From an optimization exercise on the open Yosys and OpenROAD flow, aimed at small area, a short achievable clock period and few clock cycles per item; shortcuts taken in it are not production practice.
RTL that was checked went through simulation tests only; none was proved equivalent to the original.

==> v11: inputs <==
==> flow/design.v <==
`timescale 1ns / 1ps
package ssc_pkg;
  localparam int ArgDigits = 4;
  localparam int StickW = 15;    
  localparam int AccumW = 14;    
  localparam int CountW = 17;    
  localparam int ChanW  = 12;    
  localparam logic [ChanW-1:0]    CenterReset   = 12'd1502;
  localparam logic [StickW-1:0]   FloorReset    = 15'd1700;
  localparam logic [StickW-1:0]   ThrottleReset = 15'd1100;
  localparam logic [AccumW-1:0]   AccumMax      = 14'd9999;
  localparam logic [CountW-1:0]   CountMax      = '1;
  localparam logic [9:0]  AdjustmentReset  = 10'd100;
  localparam logic [15:0] HoldLimitReset   = 16'd100;
  localparam logic [11:0] ArmThrottleReset = 12'd1100;
  localparam logic [7:0] ChArm    = 8'h61;   
  localparam logic [7:0] ChClear  = 8'h71;   
  localparam logic [7:0] ChCenter = 8'h73;   
  localparam logic [7:0] ChThr    = 8'h74;   
  localparam logic [7:0] ChRoll   = 8'h72;   
  localparam logic [7:0] ChPitch  = 8'h70;   
  localparam logic [7:0] ChFloor  = 8'h6D;   
  localparam logic [7:0] ChNorth  = 8'h78;   
  localparam logic [7:0] ChEast   = 8'h7A;   
  localparam logic [7:0] ChSouth  = 8'h79;   
  localparam logic [7:0] ChWest   = 8'h75;   
  localparam logic [7:0] ChSpace  = 8'h20;
  localparam logic [7:0] ChTab    = 8'h09;
  localparam logic [7:0] ChCr     = 8'h0D;
  localparam logic [7:0] ChPlus   = 8'h2B;
  localparam logic [7:0] ChMinus  = 8'h2D;
  localparam logic [7:0] ChZero   = 8'h30;
  localparam logic [7:0] ChNine   = 8'h39;
  localparam logic [1:0] RegAdjustment  = 2'd0;
  localparam logic [1:0] RegHoldLimit   = 2'd1;
  localparam logic [1:0] RegArmThrottle = 2'd2;
  localparam logic [1:0] PH_SKIP   = 2'd0;
  localparam logic [1:0] PH_DIGITS = 2'd1;
  localparam logic [1:0] PH_DONE   = 2'd2;
  localparam logic [1:0] TGT_THROTTLE = 2'd0;
  localparam logic [1:0] TGT_ROLL     = 2'd1;
  localparam logic [1:0] TGT_PITCH    = 2'd2;
  localparam logic [1:0] TGT_FLOOR    = 2'd3;
  typedef struct packed {
    logic [9:0]  adjustment;
    logic [15:0] hold_limit;
    logic [11:0] arm_throttle;
  } cfg_t;
endpackage
`timescale 1ns / 1ps
import ssc_pkg::*;
module ssc_arg_parse (
  input  logic [1:0]               phase,        
  input  logic                     negative,
  input  logic signed [StickW-1:0] sacc,         
  input  logic                     sacc_above,   
  input  logic signed [StickW-1:0] floor_thr,
  input  logic [7:0]               ch,
  output logic [1:0]               phase_nxt,
  output logic                     negative_nxt,
  output logic signed [StickW-1:0] value,        
  output logic                     above_floor   
);
  logic       is_digit;
  logic       is_white;
  logic       is_sign;
  logic       take;                             
  logic [3:0] digit;
  assign is_digit = (ch[7:4] == 4'h3) && ((ch[3:0] <= 4'd9));
  assign is_white = (ch == ChSpace) || ((ch >= ChTab) && (ch <= ChCr));
  assign is_sign  = (ch == ChPlus) || (ch == ChMinus);
  assign digit    = ch[3:0];
  assign take     = is_digit && (phase != PH_DONE);
  always_comb begin
    phase_nxt    = phase;
    negative_nxt = negative;
    case (phase)
      PH_SKIP: begin
        if (is_sign) begin
          negative_nxt = ch[2];                 
          phase_nxt    = PH_DIGITS;
        end else if (is_digit) begin
          phase_nxt = PH_DIGITS;
        end else if (!is_white) begin
          phase_nxt = PH_DONE;
        end
      end
      PH_DIGITS: if (!is_digit) phase_nxt = PH_DONE;
      default: ;
    endcase
  end
  localparam int HiW = StickW - 4;
  logic signed [StickW-1:0] s10;
  logic [HiW-1:0]           hi;
  logic [HiW-1:0]           ones_below, zeros_below;
  assign s10 = (sacc <<< 3) + (sacc <<< 1);
  assign hi  = s10[StickW-1:4];
  for (genvar i = 0; i < HiW; i++) begin : g_pre
    if (i == 0) begin : g_first
      assign ones_below[i]  = 1'b1;
      assign zeros_below[i] = 1'b1;
    end else begin : g_rest
      assign ones_below[i]  = &hi[i-1:0];
      assign zeros_below[i] = ~|hi[i-1:0];
    end
  end
  localparam int QW = 16;
  logic [QW-1:0] qa, qb, qc, qs, qk, q;
  logic [QW-5:0] qh;
  logic          q_neg, q_m1, q_z;
  assign qa = {sacc[StickW-1], sacc} << 3;
  assign qb = {sacc[StickW-1], sacc} << 1;
  assign qc = ~{floor_thr[StickW-1], floor_thr};
  assign qs = qa ^ qb ^ qc;
  assign qk = {(qa[QW-2:0] & qb[QW-2:0]) | (qa[QW-2:0] & qc[QW-2:0]) | (qb[QW-2:0] & qc[QW-2:0]), 1'b0};
  assign q  = qs + qk;
  assign qh    = q[QW-1:4];
  assign q_neg = qh[QW-5];
  assign q_m1  = &qh;
  assign q_z   = ~|qh;
  logic [3:0]     low_v, low_q;
  logic           up, down, q_up, q_down;
  logic [HiW-1:0] hi_sel;
  logic           sum_neg;
  assign low_v  = negative ? s10[3:0] - digit : s10[3:0] + digit;
  assign up     = !negative && (digit > ~s10[3:0]);
  assign down   =  negative && (digit >  s10[3:0]);
  assign hi_sel = hi ^ ({HiW{up}} & ones_below) ^ ({HiW{down}} & zeros_below);
  assign q_up   = !negative && (digit > ~q[3:0]);
  assign q_down =  negative && (digit >  q[3:0]);
  always_comb begin
    if (q_up)        sum_neg = q_neg && !q_m1;    
    else if (q_down) sum_neg = q_neg || q_z;      
    else             sum_neg = q_neg;
  end
  assign value       = take ? signed'({hi_sel, low_v}) : sacc;
  assign above_floor = take ? !sum_neg : sacc_above;
endmodule
`timescale 1ns / 1ps
import ssc_pkg::*;
module ssc_tick (
  input  logic [ChanW-1:0]         center_pitch,
  input  logic [ChanW-1:0]         center_roll,
  input  logic [3:0]               dir_flags,
  input  logic [CountW-1:0]        hold_count,
  input  ssc_pkg::cfg_t            cfg,
  output logic signed [StickW-1:0] pitch,
  output logic signed [StickW-1:0] roll,
  output logic [3:0]               dir_flags_nxt,
  output logic [CountW-1:0]        hold_count_nxt
);
  logic expired;
  function automatic logic [StickW-1:0] deflect(input logic [ChanW-1:0] c,
                                                input logic up, input logic dn,
                                                input logic [9:0] adj);
    logic [12:0] a;
    logic [13:0] r;
    logic        sub;
    sub = dn && !up;
    a   = (up ^ dn) ? {3'b000, adj} : 13'd0;
    r   = {2'b00, c} + {1'b0, a ^ {13{sub}}} + 14'(sub);
    deflect = {{2{sub && !r[13]}}, r[12:0]};
  endfunction
  assign pitch = deflect(center_pitch, dir_flags[2], dir_flags[0], cfg.adjustment);
  assign roll  = deflect(center_roll,  dir_flags[3], dir_flags[1], cfg.adjustment);
  assign expired = hold_count > CountW'(cfg.hold_limit);
  assign dir_flags_nxt  = expired ? 4'd0 : dir_flags;
  assign hold_count_nxt = expired ? CountW'(1) : hold_count + 1'b1;
endmodule
`timescale 1ns / 1ps
import ssc_pkg::*;
module ssc_cfg_regs (
  input  logic         clk,
  input  logic         rst,
  input  logic         psel,
  input  logic         penable,
  input  logic         pwrite,
  input  logic [3:0]   paddr,
  input  logic [31:0]  pwdata,
  output logic [31:0]  prdata,
  output logic         pready,
  output ssc_pkg::cfg_t cfg
);
  logic       wr_en;
  logic [1:0] reg_idx;
  assign pready  = 1'b1;
  assign wr_en   = psel && penable && pwrite;
  assign reg_idx = paddr[3:2];
  always_ff @(posedge clk) begin
    if (rst) begin
      cfg.adjustment   <= AdjustmentReset;
      cfg.hold_limit   <= HoldLimitReset;
      cfg.arm_throttle <= ArmThrottleReset;
    end else if (wr_en) begin
      case (reg_idx)
        RegAdjustment:  cfg.adjustment   <= pwdata[9:0];
        RegHoldLimit:   cfg.hold_limit   <= pwdata[15:0];
        RegArmThrottle: cfg.arm_throttle <= pwdata[11:0];
        default: ;
      endcase
    end
  end
  always_comb begin
    case (reg_idx)
      RegAdjustment:  prdata = {22'd0, cfg.adjustment};
      RegHoldLimit:   prdata = {16'd0, cfg.hold_limit};
      RegArmThrottle: prdata = {20'd0, cfg.arm_throttle};
      default:        prdata = 32'd0;
    endcase
  end
endmodule
`timescale 1ns / 1ps
import ssc_pkg::*;
module serial_stick_command_decoder_top (
  input  logic        clk,
  input  logic        rst,
  input  logic        cmd_valid,
  output logic        cmd_ready,
  input  logic        cmd_mode,
  input  logic [7:0]  cmd_rx_byte,
  input  logic [11:0] cmd_rc_pitch,
  input  logic [11:0] cmd_rc_roll,
  output logic        stick_valid,
  input  logic        stick_ready,
  output logic        stick_armed,
  output logic [14:0] stick_throttle,
  output logic [14:0] stick_pitch,
  output logic [14:0] stick_roll,
  output logic        stick_clear_store,
  output logic [3:0]  stick_directions,
  input  logic        psel,
  input  logic        penable,
  input  logic        pwrite,
  input  logic [3:0]  paddr,
  input  logic [31:0] pwdata,
  output logic [31:0] prdata,
  output logic        pready
);
  ssc_pkg::cfg_t cfg;
  ssc_cfg_regs u_cfg (
    .clk     (clk),
    .rst     (rst),
    .psel    (psel),
    .penable (penable),
    .pwrite  (pwrite),
    .paddr   (paddr),
    .pwdata  (pwdata),
    .prdata  (prdata),
    .pready  (pready),
    .cfg     (cfg)
  );
  logic advance;
  assign cmd_ready = !stick_valid || stick_ready;
  assign advance   = cmd_valid && cmd_ready;
  logic                     armed_flag;
  logic                     pending;         
  logic [1:0]               chars_left;      
  logic [1:0]               target;
  logic [1:0]               phase;
  logic                     negative;
  logic signed [StickW-1:0] sacc;
  logic                     sacc_above;      
  logic [3:0]               dir_flags;
  logic [CountW-1:0]        hold_count;
  logic [ChanW-1:0]         center_pitch;
  logic [ChanW-1:0]         center_roll;
  logic signed [StickW-1:0] floor_throttle;
  logic signed [StickW-1:0] throttle_reg;
  logic signed [StickW-1:0] pitch_reg;
  logic signed [StickW-1:0] roll_reg;
  logic                     clear_reg;
  logic [1:0]               phase_nxt;
  logic                     negative_nxt;
  logic signed [StickW-1:0] arg_value;
  logic                     arg_above_floor;
  ssc_arg_parse u_parse (
    .phase        (phase),
    .negative     (negative),
    .sacc         (sacc),
    .sacc_above   (sacc_above),
    .floor_thr    (floor_throttle),
    .ch           (cmd_rx_byte),
    .phase_nxt    (phase_nxt),
    .negative_nxt (negative_nxt),
    .value        (arg_value),
    .above_floor  (arg_above_floor)
  );
  logic signed [StickW-1:0] tick_pitch;
  logic signed [StickW-1:0] tick_roll;
  logic [3:0]               tick_dirs;
  logic [CountW-1:0]        tick_hold;
  ssc_tick u_tick (
    .center_pitch   (center_pitch),
    .center_roll    (center_roll),
    .dir_flags      (dir_flags),
    .hold_count     (hold_count),
    .cfg            (cfg),
    .pitch          (tick_pitch),
    .roll           (tick_roll),
    .dir_flags_nxt  (tick_dirs),
    .hold_count_nxt (tick_hold)
  );
  logic is_tick, is_arg, is_cmd, is_last;
  logic do_arm, do_clear, do_center, do_open, do_dir;
  logic [3:0] dir_bit;
  logic [1:0] open_target;
  assign is_tick  = cmd_mode;
  assign is_arg   = !cmd_mode && pending;
  assign is_cmd   = !cmd_mode && !pending;
  assign is_last  = is_arg && (chars_left == 2'd0);
  assign do_arm    = is_cmd && (cmd_rx_byte == ChArm);
  assign do_clear  = is_cmd && (cmd_rx_byte == ChClear);
  assign do_center = is_cmd && (cmd_rx_byte == ChCenter);
  always_comb begin
    open_target = TGT_THROTTLE;
    dir_bit     = 4'd0;
    do_open     = 1'b0;
    case (cmd_rx_byte)
      ChThr:   begin do_open = 1'b1; open_target = TGT_THROTTLE; end
      ChRoll:  begin do_open = 1'b1; open_target = TGT_ROLL;     end
      ChPitch: begin do_open = 1'b1; open_target = TGT_PITCH;    end
      ChFloor: begin do_open = 1'b1; open_target = TGT_FLOOR;    end
      ChNorth: dir_bit = 4'b0001;
      ChEast:  dir_bit = 4'b0010;
      ChSouth: dir_bit = 4'b0100;
      ChWest:  dir_bit = 4'b1000;
      default: ;
    endcase
  end
  assign do_dir = is_cmd && (dir_bit != 4'd0);
  always_ff @(posedge clk) begin
    if (rst) begin
      armed_flag     <= 1'b0;
      pending        <= 1'b0;
      dir_flags      <= 4'd0;
      hold_count     <= '0;
      center_pitch   <= CenterReset;
      center_roll    <= CenterReset;
      floor_throttle <= FloorReset;
      throttle_reg   <= ThrottleReset;
      pitch_reg      <= StickW'(CenterReset);
      roll_reg       <= StickW'(CenterReset);
    end else if (advance) begin
      if (do_arm) begin
        armed_flag   <= !armed_flag;
        throttle_reg <= signed'(StickW'(cfg.arm_throttle));
      end
      if (do_center) begin
        center_pitch <= cmd_rc_pitch;
        center_roll  <= cmd_rc_roll;
        pitch_reg    <= signed'(StickW'(cmd_rc_pitch));
        roll_reg     <= signed'(StickW'(cmd_rc_roll));
      end
      if (is_cmd && do_open && armed_flag) pending <= 1'b1;
      if (is_last) pending <= 1'b0;
      if (do_dir) begin
        dir_flags  <= dir_flags | dir_bit;
        hold_count <= '0;
      end
      if (is_tick) begin
        pitch_reg  <= tick_pitch;
        roll_reg   <= tick_roll;
        dir_flags  <= tick_dirs;
        hold_count <= tick_hold;
      end
      if (is_last) begin
        case (target)
          TGT_THROTTLE: throttle_reg   <= arg_above_floor ? arg_value : floor_throttle;
          TGT_ROLL:     roll_reg       <= arg_value;
          TGT_PITCH:    pitch_reg      <= arg_value;
          default:      floor_throttle <= arg_value;
        endcase
      end
    end
  end
  always_ff @(posedge clk) begin
    if (advance) begin
      if (is_cmd) begin
        chars_left <= 2'd3;
        target     <= open_target;
        phase      <= PH_SKIP;
        negative   <= 1'b0;
        sacc       <= '0;
        sacc_above <= floor_throttle[StickW-1];    
      end else if (is_arg) begin
        chars_left <= chars_left - 2'd1;
        phase      <= phase_nxt;
        negative   <= negative_nxt;
        sacc       <= arg_value;
        sacc_above <= arg_above_floor;
      end
    end
  end
  always_ff @(posedge clk) begin
    if (rst) begin
      stick_valid <= 1'b0;
    end else if (advance) begin
      stick_valid <= 1'b1;
    end else if (stick_ready) begin
      stick_valid <= 1'b0;
    end
  end
  always_ff @(posedge clk) begin
    if (advance) clear_reg <= do_clear;
  end
  assign stick_armed       = armed_flag;
  assign stick_throttle    = throttle_reg;
  assign stick_pitch       = pitch_reg;
  assign stick_roll        = roll_reg;
  assign stick_clear_store = clear_reg;
  assign stick_directions  = dir_flags;
endmodule
==> flow/run.sh <==
#!/bin/bash
# synth_recipe.tcl (not shown) runs the flow's synth.tcl, then flattens the netlist and writes it again
# the make line also repeats each setting of config.mk as NAME=value (left out here)
make -C /OpenROAD-flow-scripts/flow DESIGN_CONFIG=/design/flow/config.mk WORK_HOME=/design/flow/orfs CLKGATE_MAP_FILE= SYNTH_SCRIPT=/design/flow/synth_recipe.tcl finish
==> flow/config.mk <==
export PLATFORM = sky130hd
export DESIGN_NAME = serial_stick_command_decoder_top
export DESIGN_NICKNAME = serial_stick_command_decoder_top
export VERILOG_FILES = /design/flow/design.v
export SDC_FILE = /design/flow/constraint.sdc
export NUM_CORES = 4
export LEC_CHECK = 0
export CAP_MARGIN = 20
export CORE_MARGIN = 2
export CORE_UTILIZATION = 40
export SETUP_SLACK_MARGIN = 3.2
export SLEW_MARGIN = 20
==> flow/constraint.sdc <==
create_clock -name core_clock -period 7.0 [get_ports {clk}]
set_input_delay 1.4000 -clock core_clock [delete_from_list [all_inputs] [get_ports {clk}]]
set_output_delay 1.4000 -clock core_clock [all_outputs]
set_load 0.01 [all_outputs]
==> v32: changes against v11 <==
==> flow/design.v, changed modules only <==
module ssc_arg_parse (
  input  logic [1:0]               phase,      
  input  logic                     negative,
  input  logic signed [StickW-1:0] sacc,       
  input  logic signed [StickW-1:0] floor_thr,
  input  logic [7:0]               ch,
  output logic [1:0]               phase_nxt,
  output logic                     negative_nxt,
  output logic signed [StickW-1:0] value,      
  output logic                     above_floor  
);
  logic       is_digit;
  logic       is_white;
  logic       is_sign;
  logic       take;                           
  logic [3:0] digit;
  assign is_digit = (ch[7:4] == 4'h3) && (ch[3:0] <= 4'd9);
  assign is_white = (ch == ChSpace) || ((ch >= ChTab) && (ch <= ChCr));
  assign is_sign  = (ch == ChPlus) || (ch == ChMinus);
  assign digit    = ch[3:0];
  assign take     = is_digit && (phase != PH_DONE);
  always_comb begin
    phase_nxt    = phase;
    negative_nxt = negative;
    case (phase)
      PH_SKIP: begin
        if (is_sign) begin
          negative_nxt = ch[2];               
          phase_nxt    = PH_DIGITS;
        end else if (is_digit) begin
          phase_nxt = PH_DIGITS;
        end else if (!is_white) begin
          phase_nxt = PH_DONE;
        end
      end
      PH_DIGITS: if (!is_digit) phase_nxt = PH_DONE;
      default: ;
    endcase
  end
  logic signed [StickW-1:0] s10;
  logic [StickW-5:0]        hi, hi_p1, hi_m1;
  logic signed [16:0]       kdiff;
  logic signed [4:0]        kc;
  logic                     gt_keep;
  assign s10   = (sacc <<< 3) + (sacc <<< 1);
  assign hi    = s10[StickW-1:4];
  assign hi_p1 = hi + 1'b1;
  assign hi_m1 = hi - 1'b1;
  assign kdiff = 17'(floor_thr) - 17'(s10);
  assign kc    = (kdiff > 17'sd9)   ? 5'sd9 :
                 (kdiff < -17'sd10) ? -5'sd10 : kdiff[4:0];
  assign gt_keep = sacc > floor_thr;
  logic signed [4:0] sd;
  logic signed [5:0] low;
  logic [StickW-5:0] hi_sel;
  assign sd  = negative ? -signed'({1'b0, digit}) : signed'({1'b0, digit});
  assign low = signed'({2'b00, s10[3:0]}) + signed'({sd[4], sd});
  always_comb begin
    case (low[5:4])
      2'b01:   hi_sel = hi_p1;
      2'b11:   hi_sel = hi_m1;
      default: hi_sel = hi;
    endcase
  end
  assign value       = take ? signed'({hi_sel, low[3:0]}) : sacc;
  assign above_floor = take ? (sd > kc) : gt_keep;
endmodule
module ssc_tick (
  input  logic [ChanW-1:0]         center_pitch,
  input  logic [ChanW-1:0]         center_roll,
  input  logic [3:0]               dir_flags,
  input  logic [CountW-1:0]        hold_count,
  input  ssc_pkg::cfg_t            cfg,
  output logic signed [StickW-1:0] pitch,
  output logic signed [StickW-1:0] roll,
  output logic [3:0]               dir_flags_nxt,
  output logic [CountW-1:0]        hold_count_nxt
);
  logic expired;
  logic [StickW-1:0] adj_p, adj_r;
  logic              sub_p, sub_r;
  assign sub_p = dir_flags[0] && !dir_flags[2];
  assign sub_r = dir_flags[1] && !dir_flags[3];
  assign adj_p = ((dir_flags[2] ^ dir_flags[0]) ? StickW'(cfg.adjustment) : '0) ^ {StickW{sub_p}};
  assign adj_r = ((dir_flags[3] ^ dir_flags[1]) ? StickW'(cfg.adjustment) : '0) ^ {StickW{sub_r}};
  assign pitch = StickW'(center_pitch) + adj_p + StickW'(sub_p);
  assign roll  = StickW'(center_roll)  + adj_r + StickW'(sub_r);
  assign expired = hold_count > CountW'(cfg.hold_limit);
  assign dir_flags_nxt  = expired ? 4'd0 : dir_flags;
  assign hold_count_nxt = expired ? CountW'(1) : hold_count + 1'b1;
endmodule
module serial_stick_command_decoder_top (
  input  logic        clk,
  input  logic        rst,
  input  logic        cmd_valid,
  output logic        cmd_ready,
  input  logic        cmd_mode,
  input  logic [7:0]  cmd_rx_byte,
  input  logic [11:0] cmd_rc_pitch,
  input  logic [11:0] cmd_rc_roll,
  output logic        stick_valid,
  input  logic        stick_ready,
  output logic        stick_armed,
  output logic [14:0] stick_throttle,
  output logic [14:0] stick_pitch,
  output logic [14:0] stick_roll,
  output logic        stick_clear_store,
  output logic [3:0]  stick_directions,
  input  logic        psel,
  input  logic        penable,
  input  logic        pwrite,
  input  logic [3:0]  paddr,
  input  logic [31:0] pwdata,
  output logic [31:0] prdata,
  output logic        pready
);
  ssc_pkg::cfg_t cfg;
  ssc_cfg_regs u_cfg (
    .clk     (clk),
    .rst     (rst),
    .psel    (psel),
    .penable (penable),
    .pwrite  (pwrite),
    .paddr   (paddr),
    .pwdata  (pwdata),
    .prdata  (prdata),
    .pready  (pready),
    .cfg     (cfg)
  );
  logic advance;
  assign cmd_ready = !stick_valid || stick_ready;
  assign advance   = cmd_valid && cmd_ready;
  logic                     armed_flag;
  logic                     pending;         
  logic [1:0]               chars_left;      
  logic [1:0]               target;
  logic [1:0]               phase;
  logic                     negative;
  logic signed [StickW-1:0] sacc;
  logic [3:0]               dir_flags;
  logic [CountW-1:0]        hold_count;
  logic [ChanW-1:0]         center_pitch;
  logic [ChanW-1:0]         center_roll;
  logic signed [StickW-1:0] floor_throttle;
  logic signed [StickW-1:0] throttle_reg;
  logic signed [StickW-1:0] pitch_reg;
  logic signed [StickW-1:0] roll_reg;
  logic                     clear_reg;
  logic [1:0]               phase_nxt;
  logic                     negative_nxt;
  logic signed [StickW-1:0] arg_value;
  logic                     arg_above_floor;
  ssc_arg_parse u_parse (
    .phase        (phase),
    .negative     (negative),
    .sacc         (sacc),
    .floor_thr    (floor_throttle),
    .ch           (cmd_rx_byte),
    .phase_nxt    (phase_nxt),
    .negative_nxt (negative_nxt),
    .value        (arg_value),
    .above_floor  (arg_above_floor)
  );
  logic signed [StickW-1:0] tick_pitch;
  logic signed [StickW-1:0] tick_roll;
  logic [3:0]               tick_dirs;
  logic [CountW-1:0]        tick_hold;
  ssc_tick u_tick (
    .center_pitch   (center_pitch),
    .center_roll    (center_roll),
    .dir_flags      (dir_flags),
    .hold_count     (hold_count),
    .cfg            (cfg),
    .pitch          (tick_pitch),
    .roll           (tick_roll),
    .dir_flags_nxt  (tick_dirs),
    .hold_count_nxt (tick_hold)
  );
  logic is_tick, is_arg, is_cmd, is_last;
  logic do_arm, do_clear, do_center, do_open, do_dir;
  logic [3:0] dir_bit;
  logic [1:0] open_target;
  assign is_tick  = cmd_mode;
  assign is_arg   = !cmd_mode && pending;
  assign is_cmd   = !cmd_mode && !pending;
  assign is_last  = is_arg && (chars_left == 2'd0);
  assign do_arm    = is_cmd && (cmd_rx_byte == ChArm);
  assign do_clear  = is_cmd && (cmd_rx_byte == ChClear);
  assign do_center = is_cmd && (cmd_rx_byte == ChCenter);
  always_comb begin
    open_target = TGT_THROTTLE;
    dir_bit     = 4'd0;
    do_open     = 1'b0;
    case (cmd_rx_byte)
      ChThr:   begin do_open = 1'b1; open_target = TGT_THROTTLE; end
      ChRoll:  begin do_open = 1'b1; open_target = TGT_ROLL;     end
      ChPitch: begin do_open = 1'b1; open_target = TGT_PITCH;    end
      ChFloor: begin do_open = 1'b1; open_target = TGT_FLOOR;    end
      ChNorth: dir_bit = 4'b0001;
      ChEast:  dir_bit = 4'b0010;
      ChSouth: dir_bit = 4'b0100;
      ChWest:  dir_bit = 4'b1000;
      default: ;
    endcase
  end
  assign do_dir = is_cmd && (dir_bit != 4'd0);
  always_ff @(posedge clk) begin
    if (rst) begin
      armed_flag     <= 1'b0;
      pending        <= 1'b0;
      dir_flags      <= 4'd0;
      hold_count     <= '0;
      center_pitch   <= CenterReset;
      center_roll    <= CenterReset;
      floor_throttle <= FloorReset;
      throttle_reg   <= ThrottleReset;
      pitch_reg      <= StickW'(CenterReset);
      roll_reg       <= StickW'(CenterReset);
    end else if (advance) begin
      if (do_arm) begin
        armed_flag   <= !armed_flag;
        throttle_reg <= signed'(StickW'(cfg.arm_throttle));
      end
      if (do_center) begin
        center_pitch <= cmd_rc_pitch;
        center_roll  <= cmd_rc_roll;
        pitch_reg    <= signed'(StickW'(cmd_rc_pitch));
        roll_reg     <= signed'(StickW'(cmd_rc_roll));
      end
      if (is_cmd && do_open && armed_flag) pending <= 1'b1;
      if (is_last) pending <= 1'b0;
      if (do_dir) begin
        dir_flags  <= dir_flags | dir_bit;
        hold_count <= '0;
      end
      if (is_tick) begin
        pitch_reg  <= tick_pitch;
        roll_reg   <= tick_roll;
        dir_flags  <= tick_dirs;
        hold_count <= tick_hold;
      end
      if (is_last) begin
        case (target)
          TGT_THROTTLE: throttle_reg   <= arg_above_floor ? arg_value : floor_throttle;
          TGT_ROLL:     roll_reg       <= arg_value;
          TGT_PITCH:    pitch_reg      <= arg_value;
          default:      floor_throttle <= arg_value;
        endcase
      end
    end
  end
  always_ff @(posedge clk) begin
    if (advance) begin
      if (is_cmd) begin
        chars_left <= 2'd3;
        target     <= open_target;
        phase      <= PH_SKIP;
        negative   <= 1'b0;
        sacc       <= '0;
      end else if (is_arg) begin
        chars_left <= chars_left - 2'd1;
        phase      <= phase_nxt;
        negative   <= negative_nxt;
        sacc       <= arg_value;
      end
    end
  end
  always_ff @(posedge clk) begin
    if (rst) begin
      stick_valid <= 1'b0;
    end else if (advance) begin
      stick_valid <= 1'b1;
    end else if (stick_ready) begin
      stick_valid <= 1'b0;
    end
  end
  always_ff @(posedge clk) begin
    if (advance) clear_reg <= do_clear;
  end
  assign stick_armed       = armed_flag;
  assign stick_throttle    = throttle_reg;
  assign stick_pitch       = pitch_reg;
  assign stick_roll        = roll_reg;
  assign stick_clear_store = clear_reg;
  assign stick_directions  = dir_flags;
endmodule
Settings changed: SETUP_SLACK_MARGIN 3.2 to default.
==> flow_summary.json <==
{
  "required_ns": 7.33,
  "r2r-end": "throttle_reg[8]$_SDFFE_PP0P_",
  "synth_top_family_by_area": "simple AND/OR/NAND/NOR gates",
  "wl_met1_um": 17700,
  "status": "no timing/DRC/antenna violations",
  "met3WireLength_um": 2030
}
The numbers above come from v11.

==> flow_summary.json <==
{
  "status": "no timing/DRC/antenna violations",
  "synth_top_family_by_area": "compound AO/OA/AOI/OAI gates",
  "required_ns": 7.28,
  "r2r-end": "throttle_reg[7]$_SDFFE_PP0P_",
  "path_class": "reg2reg",
  "wl_met1_um": 18500,
  "met3WireLength_um": 1970,
  "synthXorXnorAreaFrac_pct": 6.09,
  "hp-class": "reg2reg",
  "synth-seq-area-share_pct": 29.3
}
The numbers above come from v32.

Testbench counts of v11, summed over its fixed seeds: cycles 12,034, items 12,026.
No functional check of the RTL was part of v32.

[static timing again, ports no longer ideal]
No port has a modelled driver above. Below, the same layouts with a new extraction and two added sets of constraints.
Step 1 (the two cells are an assumption about what drives the block):
set clk [get_ports {clk}]
set_driving_cell -lib_cell sky130_fd_sc_hd__clkbuf_16 $clk
set_driving_cell -lib_cell sky130_fd_sc_hd__buf_2 [delete_from_list [all_inputs] $clk]
Step 2, shift: input delay + t, output delay - t, t = (earliest + latest rising clock arrival at the registers) / 2. This alone moves slack from input paths to output paths.
a / b / c = ideal / step 1 / step 2; a / b = the first two.
run	shift t [ns]	setup WS [ns]	worst register clock-pin slew, ns
v11	0.481	2.831 / 2.831 / 2.562	0.07 / 0.07
v32	0.483	0.415 / 0.415 / 0.115	0.07 / 0.07
After both steps setup and hold are still met in every run listed. For v32, which loses most, drivers alone change the setup slack by 0.000 ns; drivers and shift together by -0.300 ns.
